What follows belongs to an exercise in optimizing a design on an open flow for small area and a short achievable clock period; a production flow would make more cautious choices.
The RTL was checked by simulation tests, not by an equivalence proof against the original design.
Power figures rest on the tool's default switching activity, not on a simulated workload.

==> design/flow/design.v <==
package mipsPkg;
	localparam int dataWidth = 32;
	localparam int regAddrWidth = 5;	 
	localparam int memDepth = 64;		 
	localparam int memAddrWidth = 6;	 
	localparam int pcWidth = 8;		 
	localparam logic [5:0] opRtype = 6'h00;
	localparam logic [5:0] opJ = 6'h02;
	localparam logic [5:0] opBeq = 6'h04;
	localparam logic [5:0] opAddi = 6'h08;
	localparam logic [5:0] opAndi = 6'h0c;
	localparam logic [5:0] opLw = 6'h23;
	localparam logic [5:0] opSw = 6'h2b;
	localparam logic [5:0] fnAdd = 6'h20;
	localparam logic [5:0] fnSub = 6'h22;
	localparam logic [5:0] fnAnd = 6'h24;
	localparam logic [5:0] fnOr = 6'h25;
	localparam logic [5:0] fnSlt = 6'h2a;
	typedef enum logic [2:0] {
		aluAnd = 3'd0,
		aluOr = 3'd1,
		aluAdd = 3'd2,
		aluSub = 3'd3,	 
		aluSlt = 3'd4,	 
		aluPassA = 3'd5
	} aluOpT;
	typedef struct packed {
		logic [5:0] opcode;
		logic [regAddrWidth-1:0] rs;
		logic [regAddrWidth-1:0] rt;
		logic [regAddrWidth-1:0] rd;
		logic [4:0] shamt;
		logic [5:0] funct;
	} instrT;
	typedef struct packed {
		logic regDst;		 
		logic jump;
		logic branch;		 
		logic memToReg;		 
		logic memWrite;
		logic aluSrc;		 
		logic regWrite;
		aluOpT aluOp;
	} ctrlT;
endpackage
`timescale 1ns/1ns
module decoder (
	input mipsPkg::instrT instr,
	output mipsPkg::ctrlT ctrl
);
	always_comb begin
		ctrl = '0;					 
		ctrl.aluOp = mipsPkg::aluPassA;
		case (instr.opcode)
			mipsPkg::opRtype: begin
				ctrl.regDst = 1'b1;
				ctrl.regWrite = 1'b1;
				case (instr.funct)
					mipsPkg::fnAdd: ctrl.aluOp = mipsPkg::aluAdd;
					mipsPkg::fnSub: ctrl.aluOp = mipsPkg::aluSub;
					mipsPkg::fnAnd: ctrl.aluOp = mipsPkg::aluAnd;
					mipsPkg::fnOr: ctrl.aluOp = mipsPkg::aluOr;
					mipsPkg::fnSlt: ctrl.aluOp = mipsPkg::aluSlt;
					default: begin
						ctrl.regDst = 1'b0;	 
						ctrl.regWrite = 1'b0;
					end
				endcase
			end
			mipsPkg::opAddi: begin
				ctrl.aluSrc = 1'b1;
				ctrl.regWrite = 1'b1;
				ctrl.aluOp = mipsPkg::aluAdd;
			end
			mipsPkg::opAndi: begin
				ctrl.aluSrc = 1'b1;		 
				ctrl.regWrite = 1'b1;
				ctrl.aluOp = mipsPkg::aluAnd;
			end
			mipsPkg::opLw: begin
				ctrl.aluSrc = 1'b1;		 
				ctrl.memToReg = 1'b1;
				ctrl.regWrite = 1'b1;
				ctrl.aluOp = mipsPkg::aluAdd;
			end
			mipsPkg::opSw: begin
				ctrl.aluSrc = 1'b1;
				ctrl.memWrite = 1'b1;
				ctrl.aluOp = mipsPkg::aluAdd;
			end
			mipsPkg::opBeq: begin
				ctrl.branch = 1'b1;
				ctrl.aluOp = mipsPkg::aluSub;	 
			end
			mipsPkg::opJ: begin
				ctrl.jump = 1'b1;
			end
			default: ;
		endcase
	end
endmodule
`timescale 1ns/1ns
module alu (
	input logic [mipsPkg::dataWidth-1:0] a,
	input logic [mipsPkg::dataWidth-1:0] b,
	input mipsPkg::aluOpT op,
	output logic [mipsPkg::dataWidth-1:0] result,
	output logic zero
);
	logic lessThan;
	assign lessThan = $signed(a) < $signed(b);
	always_comb begin
		case (op)
			mipsPkg::aluAnd: result = a & b;
			mipsPkg::aluOr: result = a | b;
			mipsPkg::aluAdd: result = a + b;
			mipsPkg::aluSub: result = a - b;
			mipsPkg::aluSlt: begin
				result = '0;
				result[0] = lessThan;	 
			end
			default: result = a;	 
		endcase
	end
	assign zero = (a == b);
endmodule
`timescale 1ns/1ns
module regFile (
	input logic clk,
	input logic reset,
	input logic [mipsPkg::regAddrWidth-1:0] readAddr1,
	input logic [mipsPkg::regAddrWidth-1:0] readAddr2,
	input logic [mipsPkg::regAddrWidth-1:0] writeAddr,
	input logic writeEn,
	input logic [mipsPkg::dataWidth-1:0] writeData,
	output logic [mipsPkg::dataWidth-1:0] readData1,
	output logic [mipsPkg::dataWidth-1:0] readData2
);
	logic [mipsPkg::dataWidth-1:0] regs [2**mipsPkg::regAddrWidth];
	always_ff @(posedge clk or posedge reset) begin
		if (reset) begin
			for (int i = 0; i < 2**mipsPkg::regAddrWidth; i++)
				regs[i] <= '0;
		end else if (writeEn && writeAddr != '0) begin	 
			regs[writeAddr] <= writeData;
		end
	end
	assign readData1 = (readAddr1 == '0) ? '0 : regs[readAddr1];
	assign readData2 = (readAddr2 == '0) ? '0 : regs[readAddr2];
endmodule
`timescale 1ns/1ns
module wordMem #(
	parameter int depth = 64,
	parameter bit clearOnReset = 1'b0
) (
	input logic clk,
	input logic reset,
	input logic [$clog2(depth)-1:0] addr,
	input logic writeEn,
	input logic [mipsPkg::dataWidth-1:0] writeData,
	output logic [mipsPkg::dataWidth-1:0] readData
);
	logic [mipsPkg::dataWidth-1:0] mem [depth];
	generate
		if (clearOnReset) begin : gClear
			always_ff @(posedge clk or posedge reset) begin
				if (reset) begin
					for (int i = 0; i < depth; i++)
						mem[i] <= '0;
				end else if (writeEn) begin
					mem[addr] <= writeData;
				end
			end
		end else begin : gKeep
			always_ff @(posedge clk) begin
				if (writeEn)
					mem[addr] <= writeData;
			end
		end
	endgenerate
	assign readData = mem[addr];	 
endmodule
`timescale 1ns/1ns
module singleCycle (
	input logic clk,
	input logic reset,
	input logic run,		 
	input logic [mipsPkg::regAddrWidth-1:0] regSelect,
	input logic loadEn,
	input logic [mipsPkg::memAddrWidth-1:0] loadAddr,
	input logic [mipsPkg::dataWidth-1:0] loadData,
	output logic [mipsPkg::dataWidth-1:0] regView,
	output logic [mipsPkg::pcWidth-1:0] pc
);
	mipsPkg::instrT instr;
	mipsPkg::ctrlT ctrl;
	logic [mipsPkg::memAddrWidth-1:0] instrAddr;
	logic [mipsPkg::regAddrWidth-1:0] readAddr1;
	logic [mipsPkg::regAddrWidth-1:0] writeAddr;
	logic [mipsPkg::dataWidth-1:0] readData1, readData2;
	logic [mipsPkg::dataWidth-1:0] writeData;
	logic [mipsPkg::dataWidth-1:0] immExt;
	logic [mipsPkg::dataWidth-1:0] aluB, aluResult;
	logic [mipsPkg::dataWidth-1:0] memReadData;
	logic [mipsPkg::dataWidth-1:0] pcPlus4, branchTarget, jumpTarget, nextPc;
	logic aluZero;
	assign instrAddr = run ? pc[mipsPkg::pcWidth-1:2] : loadAddr;
	wordMem #(.depth(mipsPkg::memDepth), .clearOnReset(1'b0)) instrMem (
		.clk(clk),
		.reset(reset),
		.addr(instrAddr),
		.writeEn(loadEn & ~run),
		.writeData(loadData),
		.readData(instr)
	);
	decoder decoder_inst (.instr(instr), .ctrl(ctrl));
	assign immExt = {{16{instr.rd[4]}}, instr.rd, instr.shamt, instr.funct};
	assign readAddr1 = run ? instr.rs : regSelect;
	assign writeAddr = ctrl.regDst ? instr.rd : instr.rt;
	assign writeData = ctrl.memToReg ? memReadData : aluResult;
	regFile regFile_inst (
		.clk(clk),
		.reset(reset),
		.readAddr1(readAddr1),
		.readAddr2(instr.rt),
		.writeAddr(writeAddr),
		.writeEn(ctrl.regWrite & run),	 
		.writeData(writeData),
		.readData1(readData1),
		.readData2(readData2)
	);
	assign regView = readData1;
	assign aluB = ctrl.aluSrc ? immExt : readData2;
	alu alu_inst (
		.a(readData1),
		.b(aluB),
		.op(ctrl.aluOp),
		.result(aluResult),
		.zero(aluZero)
	);
	wordMem #(.depth(mipsPkg::memDepth), .clearOnReset(1'b1)) dataMem (
		.clk(clk),
		.reset(reset),
		.addr(aluResult[mipsPkg::pcWidth-1:2]),
		.writeEn(ctrl.memWrite & run),
		.writeData(readData2),		 
		.readData(memReadData)
	);
	assign pcPlus4 = {{(mipsPkg::dataWidth - mipsPkg::pcWidth){1'b0}}, pc} + 32'd4;
	assign branchTarget = pcPlus4 + {immExt[29:0], 2'b00};
	assign jumpTarget = {pcPlus4[31:28], instr.rs, instr.rt, instr.rd, instr.shamt,
		instr.funct, 2'b00};	 
	always_comb begin
		if (ctrl.jump)
			nextPc = jumpTarget;
		else if (ctrl.branch && aluZero)	 
			nextPc = branchTarget;
		else
			nextPc = pcPlus4;
	end
	always_ff @(posedge clk or posedge reset) begin
		if (reset)
			pc <= '0;
		else if (run)		 
			pc <= nextPc[mipsPkg::pcWidth-1:0];
	end
endmodule
==> design/flow/run.sh <==
#!/bin/bash
# synth_recipe.tcl (not shown) runs the flow's synth.tcl, then flattens the netlist and writes it again
# the make line also repeats each setting of config.mk as NAME=value (left out here)
make -C /OpenROAD-flow-scripts/flow DESIGN_CONFIG=/design/flow/config.mk WORK_HOME=/design/flow/orfs CLKGATE_MAP_FILE= SYNTH_SCRIPT=/design/flow/synth_recipe.tcl finish
==> design/flow/config.mk <==
export PLATFORM = sky130hd
export DESIGN_NAME = singleCycle
export DESIGN_NICKNAME = singleCycle
export VERILOG_FILES = /design/flow/design.v
export SDC_FILE = /design/flow/constraint.sdc
export NUM_CORES = 4
export LEC_CHECK = 0
export CAP_MARGIN = 20
export CELL_PAD_IN_SITES_DETAIL_PLACEMENT = 1
export CELL_PAD_IN_SITES_GLOBAL_PLACEMENT = 2
export CORE_MARGIN = 2
export CORE_UTILIZATION = 30
export PLACE_DENSITY = 0.5
export SLEW_MARGIN = 20
==> design/flow/constraint.sdc <==
create_clock -name core_clock -period 13.0 [get_ports {clk}]
set_input_delay 2.6000 -clock core_clock [delete_from_list [all_inputs] [get_ports {clk}]]
set_output_delay 2.6000 -clock core_clock [all_outputs]
set_load 0.01 [all_outputs]
==> out/summary.md <==
In this run the horizontal extent of the chip is 860 um. The number of nets with antenna violations after detailed routing is 0. Share of the clock period used by the worst path after layout: 0.992. The number of nets at the end of the flow came out at 20.5k. Cell seen most often among critical-path stages: sky130_fd_sc_hd__buf_12.

The sequential element share of the synthesized area was 0.627; the post-route clock skew was 0.0867 ns. The hold path endpoint was dataMem.mem[22][10]. Routability-driven placement finished with a final weighted congestion of 0.968. Across all register-to-register paths, the minimum setup slack is 1.14 ns.

The startpoint-to-endpoint class of the critical path is in2reg. For the effective utilization at floorplan, the log shows 0.301. The first detailed-routing pass ran for 10 iterations. For the level count of the clock H-tree, the log shows 6. The final period demand of the worst path works out to 12.89 ns. The tools report the endpoint of the lowest-slack register-to-register path as regFile_inst.regs[25][22]. The number of distinct library cells after synthesis is 121, and the number of port buffers is 84. Number of endpoints with negative hold slack in the final report: 0. At the pin with the least slew margin, the transition time is 1.29 ns. At the worst endpoint, the arrival time is 13.85 ns. From bottom edge to top edge, the die measures 860 um.

The class of the tightest hold or removal check was reg2reg. After the first detailed-routing iteration, the DRC count stood at 20.9k. In this run the count of I/O pins placed on the die edge is 87. Dividing the synthesized area by the synthesized cell count gives 11.7 um^2. The area of the die is 0.739 mm^2. The non-filler instance count after layout was 30.6k. The combined global-route utilization of all metal layers was 0.339; the number of max-slew violations in the final report was 0. For the headroom to the max-slew limit, the log shows 0.134. Setup total negative slack: 0 ns. Clock transition at the register clock pins on the worst setup and hold paths after CTS: 0.06 ns. Reg-to-reg startpoint: pc[4].

Dividing total power by cell area gives a power density of 241 mW/mm^2. The region available for standard cell placement spans 0.730 mm^2. The via count of the first global-routing pass was 181k; the aggregate global routing overflow was 0.

The post-synthesis async set-or-reset flop share is 0.598, and the pin count of the biggest net entering global routing is 163. The placed instance count came out at 29.4k. Number of placement rows: 314. The run finished with no timing, DRC or antenna violations. The library cell occupying the most area in the post-synthesis netlist is sky130_fd_sc_hd__dfrtp_1. The worst hold path cell count is 2, and the maximum clock path buffer count is 4. After synthesis the netlist holds a flip-flop and latch count of 5094.

The logs give 0.0770 mm^2 for the area of the multi-input gates and 8 for the count of warnings emitted by yosys. The tools report the total number of clock tree sinks as 5094. Relative to the synthesized area, the layout overhead comes to 25.2%. In this design, the stage delay of the slowest critical-path cell is 0.88 ns.

Dividing the detail-routed wire length by the instance count gives 42.2 um. The tools report the gate count after technology mapping as 18.8k. Across the run, the number of max-cap violations was 0. CTS placed an instance of sky130_fd_sc_hd__clkbuf_16 at the clock tree root. The run gives 13.96 ns as the data required time at the worst endpoint.

The placed instance area was 0.254 mm^2. In this run the most critical hold path is launched from dataMem.mem[22][10]. The final layout contains routed wiring with a total length of 1290000 um.

In this run the cell area of the synthesized design comes to 0.220 mm^2. In the layout the commonest cells are sky130_fd_sc_hd__dfrtp_1 (3046), sky130_fd_sc_hd__nand2_1 (2681), sky130_fd_sc_hd__o21ai_0 (2229), sky130_fd_sc_hd__buf_4 (2112), sky130_fd_sc_hd__edfxtp_1 (2048). The number of inserted filler cells in the final layout was 77.1k; the maximum VDD drop was 0.317 mV. The global-route wire length before repair came out at 1720000 um. For the final standard cell area without fillers, the log shows 0.275 mm^2. Sorting the synthesized cells by area gives the leading types as sky130_fd_sc_hd__dfrtp_1 (35%), sky130_fd_sc_hd__edfxtp_1 (28%), sky130_fd_sc_hd__o21ai_0 (5.1%), sky130_fd_sc_hd__nand2_1 (4.7%), sky130_fd_sc_hd__a22oi_1 (3.8%). The residual DRC count is 0, and the number of enable flip-flop cells after synthesis is 2048. The initial antenna violation count came out at 95. Across all layers, the routed design uses 181k vias.

The later-pin clock latency in the skew report was 1.16 ns. Summed over all cells, the static leakage comes to 110 nW. After detailed routing, the number of vias per cell comes to 5.93.

The share of the synthesized area in the top cell type is 0.347. The wire-length estimate of the detail-placed layout is 873000 um. STA classifies the critical path endpoint as a flip-flop. The layout cell share with drive strength beyond 1 works out to 0.227. The commonest non-fill, non-tap cell in the layout was sky130_fd_sc_hd__dfrtp_1. The worst register-to-register path has a depth of 41. TritonCTS built the clock tree. The largest fanout on the critical path works out to 20.

In the final layout, flip-flops and latches occupy 0.138 mm^2. The run gives 0 as the final number of setup-violating endpoints. Type of element launching the critical path: an input port. Buffers inserted during clock tree synthesis total 620.

Based on the critical path, the design can be clocked at up to 0.0776 GHz. The primary flip-flop cell chosen by synthesis mapping is sky130_fd_sc_hd__dfrtp_1. Cell with the biggest individual delay on the critical path: sky130_fd_sc_hd__a222oi_1.
[power breakdown]
| group | leakage, nW | switching (mW) | internal (mW) | total [mW] |
|---|---|---|---|---|
| logic | 38.9 | 20.9 | 9.18 | 30.0 |
| clock network | 9.89 | 7.49 | 10.2 | 17.7 |
| registers | 60.9 | 1.03 | 17.4 | 18.4 |
| total | 110 | 29.4 | 36.8 | 66.2 |
[final cells by class]
type / count / share of cell area
diodes: 42 / 0.000382
clock buffers: 923 / 0.0654
clock inverters: 208 / 0.00832
inverters: 123 / 0.00169
multi-input cells: 11800 / 0.280
flip-flops and latches: 5094 / 0.501
well taps: 9638 / 0.0439
repair buffers: 2729 / 0.0996
[stage by stage]
step	total power, mW	util	hold WS [ns]	setup slack (ns)
6_report	66.2	0.376	0.477	0.110
5_1_grt	67.7	0.376	0.496	-0.0409
4_1_cts	66.0	0.376	0.478	0.0225
3_5_place_dp	48.2	0.348	0.465	-2.12
3_3_place_gp	48.2	0.348	0.453	-2.22
2_1_floorplan	28.8	-	0.441	-32.00
[cells by family after synthesis]
family	after synthesis	synth area share
AO/OA/AOI/OAI	6196	0.192
adder cells (fa/ha/maj)	105	0.00609
buffers and inverters	1866	0.0370
other	1	0.0000171
AND/OR/NAND/NOR	4573	0.0905
XOR/XNOR	34	0.00136
multiplexers	903	0.0455
flip-flops	5094	0.627
[synthesized netlist by cell type (all sizes together), types with 268 or more instances]
| library cell | number |
|---|---|
| o21ai | 2298 |
| mux2i | 268 |
| a21oi | 294 |
| nor2 | 687 |
| a221oi | 535 |
| nand4 | 275 |
| edfxtp | 2048 |
| nand2 | 2753 |
| buf | 545 |
| mux2 | 623 |
| a22oi | 1118 |
| dfrtp | 3046 |
| a22o | 435 |
| clkbuf | 1198 |
[sequential cells by signal, summed over array words and instances (netlist names)]
signal and cells:
instrMem.mem 2048, dataMem.mem 2048, pc 6, regFile_inst.regs 992
[how the worst max path moves through the flow]
stage,from,to,slack (ns),depth (start not counted)
3_3_place_gp,loadAddr[0],regFile_inst.regs[30][22],-2.22,42
5_1_grt,loadAddr[1],regFile_inst.regs[25][22],-0.04,47
6_report,loadAddr[1],regFile_inst.regs[25][22],0.11,44
2_1_floorplan,reset,dataMem.mem[0][0],-32.00,1
3_5_place_dp,loadAddr[0],regFile_inst.regs[30][22],-2.12,44
4_1_cts,loadAddr[1],regFile_inst.regs[30][22],0.02,44
[routing by layer]
layer / vias to the layer above / track usage / wire length [um] / share of wire
met2: 7004 / 0.540 / 588000 / 0.46
met5: - / 0 / 124 / 0.000096
met4: 20 / 0.137 / 63700 / 0.049
li1: 74500 / - / - / -
met3: 1988 / 0.0450 / 70300 / 0.055
met1: 97700 / 0.468 / 567000 / 0.44
[critical path, delay by kind of cell]
| family | cells | cell delay (ns) |
|---|---|---|
| AOI/OAI and AO/OA | 10 | 2.72 |
| adders and majority gates | 1 | 0.38 |
| buffers and inverters | 18 | 3.48 |
| muxes | 1 | 0.29 |
| and+or+nand+nor | 14 | 4.17 |
[repair_timing]
action | 4_1_cts | 5_1_grt
setup endpoints to repair | 331 | 360
hold buffers | 0 | 0
gates resized for setup | 18 | 25
pin swaps | 12 | 11
endpoints found under the hold margin | 0 | 0
cloned | 0 | 1
setup buffers | 6 | 5

[what the ideal ports hide]
The flow's constraints put no driver on any port. The routed layout listed below was extracted and timed again, unchanged, in two steps. Step 1 assumes that a clkbuf_16 drives the clock port and a buf_2 every other input. Step 2 also shifts input and output timing later by t, the mid clock arrival at the registers, as if the neighbouring blocks saw the same clock. Slacks: ideal ports / drivers / drivers and shift; pairs: ideal ports / drivers.
t, ns: 1.280
setup WS [ns]: 0.110 / 0.245 / -1.035
hold WS [ns]: 0.477 / 0.477 / 0.477
cell pins on the clock port's net: 1
Met with ideal ports but missed after step 2: setup timing in this run. For this run, drivers alone change the setup slack by +0.135 ns; drivers and shift together by -1.145 ns.
